This is an optimization exercise on Yosys and OpenROAD, whose aim is small area, not a production implementation.
Only simulation tests tie the RTL to the original design; equivalence was not proved.
Power and IR drop assume default switching activity.

File: constraint.sdc
create_clock -name core_clock -period 8.0 [get_ports {clk}]
set_input_delay 1.6000 -clock core_clock [delete_from_list [all_inputs] [get_ports {clk}]]
set_output_delay 1.6000 -clock core_clock [all_outputs]
set_load 0.01 [all_outputs]
File: flow/run.sh
#!/bin/bash
# Own layout flow: the standard synthesis, then area recovery on the synthesized netlist
# (downsize.tcl), then the standard layout with a clock tree built from mid-size buffers in
# larger clusters and without dummy loads, and the smallest buffer on each port.
# Each tool's output goes to a log file here.
set -euo pipefail
bash standard.sh synth > synth.log 2>&1
DS_DB=orfs/results/${FLOW_PLATFORM}/rx_ppram/base/1_synth.odb \
  openroad -no_init -exit -no_splash flow/downsize.tcl > downsize.log 2>&1
export CTS_ARGS="-sink_clustering_enable -repair_clock_nets -dont_use_dummy_load -sink_clustering_size 16 -sink_clustering_max_diameter 60 -buf_list sky130_fd_sc_hd__clkbuf_8"
export BUFFER_PORTS_ARGS="-buffer_cell sky130_fd_sc_hd__buf_1"
bash standard.sh > layout.log 2>&1
File: standard.sh
#!/bin/bash
# synth_recipe.tcl (not shown) runs the flow's synth.tcl, then flattens the netlist and writes it again
# the make line also repeats each setting of config.mk as NAME=value (left out here)
make -C /OpenROAD-flow-scripts/flow DESIGN_CONFIG=/design/flow/config.mk WORK_HOME=/design/flow/orfs CLKGATE_MAP_FILE= SYNTH_SCRIPT=/design/flow/synth_recipe.tcl "${@:-finish}"
File: config.mk
export PLATFORM = sky130hd
export DESIGN_NAME = rx_ppram
export DESIGN_NICKNAME = rx_ppram
export VERILOG_FILES = /design/flow/design.v
export SDC_FILE = /design/flow/constraint.sdc
export NUM_CORES = 4
export LEC_CHECK = 0
export CAP_MARGIN = 10
export CORE_MARGIN = 2
export CORE_UTILIZATION = 65
export PLACE_DENSITY = 0.75
export SLEW_MARGIN = 30
export SYNTH_HIERARCHICAL = 1
File: flow/downsize.tcl
# Area recovery after synthesis: give every combinational cell the smallest-area variant of
# its own function (same name apart from the drive-strength suffix, same pins). Registers are
# left as synthesis made them. Placement and the later repair steps re-buffer and upsize where
# slew, capacitance or timing need it.
set db_file $::env(DS_DB)
read_db $db_file
set db [ord::get_db]
set lib_masters {}
foreach lib [$db getLibs] {
  foreach m [$lib getMasters] { lappend lib_masters $m }
}
array set best {}
foreach m $lib_masters {
  set n [$m getName]
  if {![regexp {^(sky130_fd_sc_hd__[a-z0-9]+)_([0-9]+)$} $n -> base sz]} continue
  set a [expr {[$m getWidth] * [$m getHeight]}]
  if {![info exists best($base)] || $a < [lindex $best($base) 1]} {
    set best($base) [list $m $a]
  }
}
set skip {^sky130_fd_sc_hd__(df|edf|sdf|sedf|dl|sdl|conb|tap|fill|decap|diode|lpflow|probe|clk)}
set n_swapped 0
set block [[$db getChip] getBlock]
foreach inst [$block getInsts] {
  set m [$inst getMaster]
  set n [$m getName]
  if {[regexp $skip $n]} continue
  if {![regexp {^(sky130_fd_sc_hd__[a-z0-9]+)_([0-9]+)$} $n -> base sz]} continue
  if {![info exists best($base)]} continue
  set bm [lindex $best($base) 0]
  if {[$bm getName] eq $n} continue
  if {[expr {[$bm getWidth] * [$bm getHeight]}] >= [expr {[$m getWidth] * [$m getHeight]}]} continue
  if {[$inst swapMaster $bm]} { incr n_swapped }
}
puts "downsize: swapped $n_swapped instances"
write_db $db_file
File: design.v
module rx_ppram #(
    parameter int unsigned BUF_NUM = 2,
    parameter int unsigned ADDR_W  = 8
) (
    input  logic              clk,
    input  logic              reset,
    input  logic [7:0]        wr_byte,
    input  logic [ADDR_W-1:0] wr_addr,
    input  logic              wr_clk,
    input  logic [7:0]        wr_flags,
    input  logic              switch,
    input  logic              clr,
    input  logic [ADDR_W-1:0] rd_addr,
    output logic [7:0]        rd_byte,
    output logic [7:0]        rd_flags,
    output logic              rd_valid,
    input  logic              rd_done,
    output logic              rx_lost,
    output logic [7:0]        lost_cnt,
    output logic [3:0]        buf_free
);
    localparam int unsigned IDX_W    = (BUF_NUM > 1) ? $clog2(BUF_NUM) : 1;
    localparam int unsigned DEPTH    = 2 ** ADDR_W;
    localparam logic [IDX_W-1:0] LAST_IDX = IDX_W'(BUF_NUM - 1);
    logic [7:0] mem       [0:BUF_NUM*DEPTH-1];
    logic [7:0] flags_mem [0:BUF_NUM-1];
    logic [IDX_W-1:0] wr_idx_q, wr_idx_d;
    logic [IDX_W-1:0] rd_idx_q, rd_idx_d;
    logic [IDX_W-1:0] ready_cnt_q, ready_cnt_d;
    logic [IDX_W-1:0] cnt_rel;
    logic [7:0]       rd_byte_q;
    logic [7:0]       rd_flags_q, rd_flags_d;
    logic             rd_valid_q;
    logic             rx_lost_q;
    logic             rel_act;
    logic             commit_ok;
    logic             commit_lost;
    function automatic logic [IDX_W-1:0] idx_inc(input logic [IDX_W-1:0] idx);
        if (idx == LAST_IDX) idx_inc = {IDX_W{1'b0}};
        else                 idx_inc = idx + 1'b1;
    endfunction
    always_comb begin
        rel_act     = rd_done & rd_valid_q & ~clr;
        cnt_rel     = ready_cnt_q - IDX_W'(rel_act);
        commit_ok   = switch & ~clr & (cnt_rel < LAST_IDX);
        commit_lost = switch & ~clr & ~(cnt_rel < LAST_IDX);
        wr_idx_d    = wr_idx_q;
        rd_idx_d    = rd_idx_q;
        ready_cnt_d = ready_cnt_q;
        if (clr) begin
            wr_idx_d    = '0;
            rd_idx_d    = '0;
            ready_cnt_d = '0;
        end else begin
            if (commit_ok) wr_idx_d = idx_inc(wr_idx_q);
            if (rel_act)   rd_idx_d = idx_inc(rd_idx_q);
            unique case ({commit_ok, rel_act})
                2'b10:   ready_cnt_d = ready_cnt_q + 1'b1;
                2'b01:   ready_cnt_d = ready_cnt_q - 1'b1;
                default: ready_cnt_d = ready_cnt_q;
            endcase
        end
        rd_flags_d = flags_mem[rd_idx_d];
        if (clr) begin
            rd_flags_d = 8'h00;
        end else if (commit_ok && (rd_idx_d == wr_idx_q)) begin
            rd_flags_d = wr_flags;
        end
    end
    always_ff @(posedge clk or posedge reset) begin
        if (reset) begin
            wr_idx_q    <= '0;
            rd_idx_q    <= '0;
            ready_cnt_q <= '0;
            rd_flags_q  <= 8'h00;
            rd_valid_q  <= 1'b0;
            rx_lost_q   <= 1'b0;
        end else begin
            wr_idx_q    <= wr_idx_d;
            rd_idx_q    <= rd_idx_d;
            ready_cnt_q <= ready_cnt_d;
            rd_flags_q  <= rd_flags_d;
            rd_valid_q  <= (ready_cnt_d != '0);
            rx_lost_q   <= commit_lost;
        end
    end
    always_ff @(posedge clk) begin
        if (wr_clk)    mem[{wr_idx_q, wr_addr}] <= wr_byte;
        if (commit_ok) flags_mem[wr_idx_q]    <= wr_flags;
    end
    localparam int unsigned LO_W  = 3;
    localparam int unsigned NLO   = 2 ** LO_W;
    localparam int unsigned NHI   = BUF_NUM * DEPTH / NLO;
    localparam int unsigned NGRP  = (NHI + 2) / 3;
    logic [NHI-1:0]  rd_sel;
    logic [7:0]      rd_byte_d;
    always_comb begin
        for (int h = 0; h < NHI; h++)
            rd_sel[h] = ({rd_idx_q, rd_addr[ADDR_W-1:LO_W]} == (IDX_W+ADDR_W-LO_W)'(h));
    end
    for (genvar b = 0; b < 8; b++) begin : g_bit
        logic [NLO-1:0] lo_val;
        for (genvar j = 0; j < NLO; j++) begin : g_lo
            logic [NGRP-1:0] grp_n;
            for (genvar g = 0; g < NGRP; g++) begin : g_grp
                if (3*g + 3 <= NHI) begin : g_full
                    rxp_aoi3 u_aoi (.d({mem[(3*g+2)*NLO+j][b], mem[(3*g+1)*NLO+j][b],
                                        mem[(3*g)*NLO+j][b]}),
                                    .s(rd_sel[3*g +: 3]), .y_n(grp_n[g]));
                end else if (3*g + 2 == NHI) begin : g_pair
                    rxp_aoi2 u_aoi (.d({mem[(3*g+1)*NLO+j][b], mem[(3*g)*NLO+j][b]}),
                                    .s(rd_sel[3*g +: 2]), .y_n(grp_n[g]));
                end else begin : g_one
                    assign grp_n[g] = ~(mem[(3*g)*NLO+j][b] & rd_sel[3*g]);
                end
            end
            assign lo_val[j] = ~&grp_n;
        end
        assign rd_byte_d[b] = lo_val[rd_addr[LO_W-1:0]];
    end
    always_ff @(posedge clk or posedge reset) begin
        if (reset) begin
            rd_byte_q <= 8'h00;
        end else begin
            rd_byte_q <= rd_byte_d;
        end
    end
    logic [7:0] lost_cnt_q;
    always_ff @(posedge clk or posedge reset) begin
        if (reset) begin
            lost_cnt_q <= 8'h00;
        end else if (clr) begin
            lost_cnt_q <= 8'h00;
        end else if (commit_lost && (lost_cnt_q != 8'hff)) begin
            lost_cnt_q <= lost_cnt_q + 8'd1;
        end
    end
    assign lost_cnt = lost_cnt_q;
    assign rd_byte  = rd_byte_q;
    assign rd_flags = rd_flags_q;
    assign rd_valid = rd_valid_q;
    assign rx_lost  = rx_lost_q;
    assign buf_free = 4'(BUF_NUM - 1) - 4'(ready_cnt_q);
endmodule
module rxp_aoi3 (
    input  logic [2:0] d,
    input  logic [2:0] s,
    output logic       y_n
);
    assign y_n = ~|(d & s);
endmodule
module rxp_aoi2 (
    input  logic [1:0] d,
    input  logic [1:0] s,
    output logic       y_n
);
    assign y_n = ~|(d & s);
endmodule
==> flow_summary.ini, run 1 <==
[sta]
hold_viol = 0
setup_ws_ps = 2260
tightest_slew_ps = 1220
relSlewSlack_pct = 18.4
hold_ws_ps = 545
rsz0062_at_grt = no
fin_crit_sh_pct = 71.8
final_max_slew_viol_count = 0
final.min_clock_period_ps = 5740
max_clock_freq_mhz = 174
skew_ps = 88.2
setup_viol = 0
finalSetupTns_ps = 0

[layout]
nets = 7405
syn_to_final_growth_pct = 7.38
final_cell_mix = edfxtp_1 (4112), a222oi_1 (1344), nor2_1 (547)
utilization_pct = 70.1
drive_gt1_share_pct = 8.77
ff_latch_area_sq_um = 124000
multi_input_area_sq_um = 20900
n_fill_cell = 12900
mostFrequentLayoutCell = edfxtp_1

[cts]
insertion_delay_ps = 1120
numCtsBuffers = 312
clockBufferDepth = 4
cts_tree = done
cts_root_buf = clkbuf_8
holdBufCountCts = 0
h-tree-depth = 5
clk_pin_slew_ps = 100
ctsResizeCount = 0
cts_setup_buffers = 0
cts.sinks = 4140

[worst_setup_path]
worstPathRequired_ps = 8990
cp_max_fo = 21
worstRegToRegCells = 10
ff2ff_setup_slack_ps = 2260
end_kind = flip-flop
r2r-end = rd_byte_q[2]$_DFF_PP0_
worst_path_largest_cell_delay_ps = 1090
worstPathArrival_ps = 6730
rr_startpoint = rd_idx_q$_DFF_PP0_
cp_cell_sequence = nand2_2 -> nor2_4 -> buf_4 -> a222oi_1 -> nand4_1 -> nor4_1 -> nand4_1 -> o221ai_1 -> o22ai_1 -> or3_1
worstSetupPathType = flip-flop to flip-flop
crit_path_top_delay_cell = nor4_1
setup.worst_path.start_class = flip-flop
cp_common_cell = nand4_1

[placed_design]
place_hpwl_microns = 249000
pre_cts_ws_ps = 1500
gp_congestion = 0.934
port_buffers = 64

[synth]
avgSynthCellArea_sq_um = 21.0
syn_area_sq_um = 145000
synth-seq-area-share_pct = 85.8
syn_inst = 6891
ys_types = 41
ys_ff_latch = 4140
ys_warn_count = 7

[run_status]
status = finished clean

[floorplanning]
initial_core_util_pct = 65.2
die_w_microns = 476
core_area_sq_um = 222000
die-area_sq_um = 226000
row_count = 173
fp.dieH_microns = 476
num_io_pins = 68

[routing]
drt-total-wl_microns = 404000
dr.pass1.iters = 14
vias_per_cell = 7.86
route.detailed.wl_per_inst_microns = 39.0
antenna_left = 0
num_vias = 81500
drtIter0Drc = 20900
drc = 0

[job]
drv_cap = 0

[power]
p_per_area_nw_per_um2 = 224
power.total_w = 0.0348
p_leak_nw = 45.5
ir_worst_vdd_mv = 0.250

[grt]
grt_pass1_vias = 77300
grt-ovfl-total = 0
grt_max_degree = 215
antenna_found_initial = 30
grt_pass1_wl_microns = 564000
grt_usage_pct = 35.4

[worst_hold_path]
hold_path.class = input port to asynchronous set/reset pin
-- logic make-up after synthesis --
group / Yosys count / synth area share [%]
compound gates: 1433 / 9.74
simple gates: 1187 / 4.07
flops: 4140 / 85.8
xor+xnor: 6 / 0.0363
mux: 9 / 0.0622
other cells: 1 / 0.00259
fa+ha+maj: 1 / 0.00864
buf+inv: 114 / 0.330
-- per-layer routing --
metal  GRT usage [%]  wire [microns]  vias up
met5               0             182        -
met4            20.5           27800       26
met3            9.39           62900     1060
met2            51.7          180000     7454
met1            49.1          133000    40600
li1                -               -    32300
-- worst max path at each step --
stage / startpoint / endpoint / slack, ps / depth (start not counted)
after floorplan: rd_addr[7] / rd_byte_q[5]$_DFF_PP0_ / 2760 / 11
after global placement: rd_addr[7] / rd_byte_q[3]$_DFF_PP0_ / 1240 / 11
after detailed placement: rd_addr[7] / rd_byte_q[0]$_DFF_PP0_ / 1500 / 12
after CTS: rd_idx_q$_DFF_PP0_ / rd_byte_q[0]$_DFF_PP0_ / 2510 / 11
after global routing: rd_idx_q$_DFF_PP0_ / rd_byte_q[2]$_DFF_PP0_ / 2380 / 10
final: rd_idx_q$_DFF_PP0_ / rd_byte_q[2]$_DFF_PP0_ / 2260 / 10
-- power breakdown --
| group | total (W) | switching (W) | internal, W |
|---|---|---|---|
| clock | 0.00972 | 0.00620 | 0.00351 |
| combinational | 0.00119 | 0.000965 | 0.000226 |
| sequential | 0.0239 | 0.0000297 | 0.0238 |
-- through the flow --
step | area, sq um | cells
detailed placement | 151000 | 10000
finish | 155000 | 10400
floorplan | 145000 | 6893
global route | 155000 | 10300
CTS | 155000 | 10300
global placement | 151000 | 10000
-- cells in the mapped netlist (all sizes together) --
library cell / n / area, sq um
a2111oi: 16 / 153
a211oi: 8 / 60.1
a21bo: 1 / 10.0
a21oi: 28 / 140
a222oi: 1344 / 13500
and2: 3 / 18.8
and3: 2 / 12.5
and3b: 1 / 8.76
and4: 49 / 429
buf: 29 / 159
clkbuf: 83 / 312
conb: 1 / 3.75
dfrtp: 28 / 701
edfxtp: 4112 / 123000
ha: 1 / 12.5
inv: 2 / 7.51
mux2i: 9 / 90.1
nand2: 80 / 300
nand2b: 5 / 31.3
nand3: 13 / 65.1
nand3b: 1 / 7.51
nand4: 290 / 1810
nand4b: 32 / 280
nor2: 612 / 2300
nor2b: 9 / 56.3
nor3: 10 / 50.1
nor3b: 4 / 30.0
nor4: 48 / 300
o21a: 1 / 7.51
o21ai: 3 / 15.0
o221ai: 24 / 210
o22ai: 8 / 50.1
or2: 1 / 6.26
or3: 11 / 68.8
or4: 16 / 120
xnor2: 2 / 17.5
xor2: 4 / 35.0
-- final cells by class --
class                      count  share of cell area [%]
antenna                       18                  0.0290
clock buffer                 312                    2.76
inverter                       2                 0.00483
multi-input combinational   2639                    13.4
sequential                  4140                    79.9
tap                         2975                    2.39
timing repair buffer         271                    1.48
-- critical path: cells and delay by family (launching register included) --
family                 cells  cell delay, ps
AOI/OAI and AO/OA          3            1040
DFF                        1             720
buffers and inverters      1             340
and+or+nand+nor            6            3490
-- state kept, by name, indices dropped and copies added, names as in the netlist, 8 cells and up --
register / count
flags_mem: 16
rd_flags_q: 8
rd_byte_q: 8
mem: 4096
lost_cnt_q: 8
-- Yosys stat by module (local to each module, per instance) --
module,copies in the design,flops+latches,cells inside
rx_ppram,1,4140,5547
rxp_aoi3,1344,0,1
==> run 2, diff against run 1 <==
--- a/config.mk
+++ b/config.mk
@@ -9,4 +9,4 @@
 export CORE_MARGIN = 2
-export CORE_UTILIZATION = 65
-export PLACE_DENSITY = 0.75
+export CORE_UTILIZATION = 60
+export PLACE_DENSITY = 0.7
 export SLEW_MARGIN = 30
==> flow_summary.ini, run 2 <==
[sta]
final_max_slew_viol_count = 0
max_clock_freq_mhz = 173
final.min_clock_period_ps = 5790
finalSetupTns_ps = 0
relSlewSlack_pct = 24.0
fin_crit_sh_pct = 72.4
skew_ps = 110
rsz0062_at_grt = no
hold_viol = 0
setup_viol = 0
tightest_slew_ps = 1140

[floorplanning]
die-area_sq_um = 245000
row_count = 180
core_area_sq_um = 240000
num_io_pins = 68
initial_core_util_pct = 60.2
die_w_microns = 495
fp.dieH_microns = 495

[cts]
cts_root_buf = clkbuf_8
numCtsBuffers = 313
cts_setup_buffers = 0
cts_tree = done
insertion_delay_ps = 1120
clk_pin_slew_ps = 100
ctsResizeCount = 0
clockBufferDepth = 4
holdBufCountCts = 0
h-tree-depth = 5
cts.sinks = 4140

[worst_setup_path]
worstPathArrival_ps = 6840
end_kind = flip-flop
setup.worst_path.start_class = input port
worstSetupPathType = input port to flip-flop
r2r-end = rd_byte_q[1]$_DFF_PP0_
worstRegToRegCells = 10
cp_max_fo = 42
worstPathRequired_ps = 9060
rr_startpoint = rd_idx_q$_DFF_PP0_
ff2ff_setup_slack_ps = 2500

[grt]
grt_max_degree = 221
busiest_layer = met2
grt_use_met1_pct = 45.8
grt_pass1_wl_microns = 568000
grt_pass1_vias = 77300
grt_usage_pct = 32.7
grt-ovfl-total = 0
use_met3_pct = 6.77
grt_util_met2_pct = 49.6
antenna_found_initial = 31

[synth]
ys_warn_count = 7
avgSynthCellArea_sq_um = 21.0
synth_largest_area_cell = edfxtp_1
ys_ff_latch = 4140
syn_inst = 6891
ys.flop_type = edfxtp_1
ys_types = 41
synthTopCellsByArea = edfxtp_1 (85%), a222oi_1 (9.3%), nor2_1 (1.6%)
synth-seq-area-share_pct = 85.8
yosysMostFrequentCell = edfxtp_1
synthTopCellsByCount = edfxtp_1 (4112), a222oi_1 (1344), nor2_1 (612)
ys_async_sr_fraction_pct = 0.676
syn_area_sq_um = 145000
netlist.area_leader.share_pct = 85.3
synth-edff-count = 4112

[routing]
drt-total-wl_microns = 406000
dr.pass1.iters = 17
num_vias = 81100
route.detailed.wl_per_inst_microns = 38.4
drtIter0Drc = 19200
antenna_left = 0
vias_per_cell = 7.68
drc = 0

[layout]
ff_latch_area_sq_um = 124000
syn_to_final_growth_pct = 7.46
mostFrequentLayoutCell = edfxtp_1
n_fill_cell = 15600
largestRegisters = mem x4096, flags_mem x16
multi_input_area_sq_um = 20900
largest_reg_flops = 4096
nets = 7392
drive_gt1_share_pct = 8.76
final_cell_mix = edfxtp_1 (4112), a222oi_1 (1344), nor2_1 (547)
top_register = mem

[power]
p_leak_nw = 45.4
power.total_w = 0.0348
p_per_area_nw_per_um2 = 224
ir_worst_vdd_mv = 0.161

[job]
drv_cap = 0

[placed_design]
gp_congestion = 0.930
place_hpwl_microns = 248000
port_buffers = 64

[worst_hold_path]
hold_path.class = input port to asynchronous set/reset pin

[run_status]
status = finished clean
## run 2: cell counts after synthesis
Identical to the previous run, type by type.
## run 2: stage by stage
step	area (sq um)	hold slack, ps	std cells	setup slack, ps	util, %
5_1_grt	156000	575	10500	2390	64.7
6_report	156000	572	10600	2210	64.7
3_3_place_gp	151000	559	10200	1220	62.8
3_5_place_dp	151000	570	10200	1360	62.9
2_1_floorplan	145000	575	6893	2760	-
4_1_cts	155000	503	10500	2530	64.6
## run 2: layout make-up
class	count	area share (%)
diodes	23	0.0370
flip-flops and latches	4140	79.8
repair buffers	257	1.34
clock buffers	313	2.77
multi-input cells	2639	13.5
well taps	3185	2.56
inverters	2	0.00483
## run 2: modules after synthesis, one instance, submodules excluded
module | cells inside | cell area, sq um | flip-flops and latches | copies in the design
rxp_aoi3 | 1 | 10.0 | 0 | 1344
rx_ppram | 5547 | 131000 | 4140 | 1
## run 2: worst max-delay path by stage
stage	from	to	slack, ps	depth (start not counted)
final	rd_addr[5]	rd_byte_q[6]$_DFF_PP0_	2210	12
after detailed placement	rd_addr[7]	rd_byte_q[1]$_DFF_PP0_	1360	10
after global placement	rd_addr[7]	rd_byte_q[1]$_DFF_PP0_	1220	10
after CTS	rd_addr[7]	rd_byte_q[1]$_DFF_PP0_	2530	10
after global routing	rd_addr[5]	rd_byte_q[5]$_DFF_PP0_	2390	14
after floorplan	rd_addr[7]	rd_byte_q[5]$_DFF_PP0_	2760	11
## run 2: power breakdown
part | switching [W] | total, W | internal [W]
combinational | 0.000954 | 0.00117 | 0.000214
sequential | 0.0000225 | 0.0239 | 0.0238
clock | 0.00624 | 0.00976 | 0.00353
## run 2: logic make-up (layout without fill, tap and decap cells)
| logic type | Yosys count | count (layout) | synth area share [%] |
|---|---|---|---|
| and+or+nand+nor | 1187 | 1187 | 4.07 |
| DFF | 4140 | 4140 | 85.8 |
| xor gates and xnor gates | 6 | 6 | 0.0363 |
| buffers and inverters | 114 | 572 | 0.330 |
| muxes | 9 | 9 | 0.0622 |
| other | 1 | 26 | 0.00259 |
| AOI/OAI and AO/OA | 1433 | 1433 | 9.74 |
| adders and majority gates | 1 | 1 | 0.00864 |
## run 2: metal layers
layer	wire, microns	share of wire [%]
met1	140000	35
met2	186000	46
met3	54900	14
met4	24800	6.1
met5	115	0.028
## run 2: worst max-delay path, stage by stage
cell and delay (ps):
buf_1 420, nand3_1 880, nor2_4 870, buf_4 640, a222oi_1 350, nand4_1 380, nor4_2 90, buf_4 210
nand4_1 250, o221ai_1 160, o22ai_1 720, or3_1 200

[static timing again, ports no longer ideal]
In the flow no input, the clock included, has a driving cell. The finished layouts below were timed again as built, in two steps.
Step 1 sets driving cells, clkbuf_16 on the clock port and buf_2 on the other inputs (assumed; they add their load-dependent delay and slew).
Step 2 moves the port delays by t, midway between the first and last clock arrival at a register: inputs arrive t later, outputs are due t later. That takes back most of the time a late clock gives input paths.
Slacks: ideal ports / drivers / drivers and shift; pairs: ideal ports / drivers.
run	shift t [ns]	slack for setup (ns)	slew at the worst register clock pin (ns)
run 1	1.177	2.258 / 2.258 / 1.116	0.10 / 0.10
run 2	1.151	2.212 / 2.090 / 0.939	0.11 / 0.11
After both steps every run listed still meets setup and hold. For run 2, which loses most, drivers alone change the setup slack by -0.122 ns; drivers and shift together by -1.273 ns.
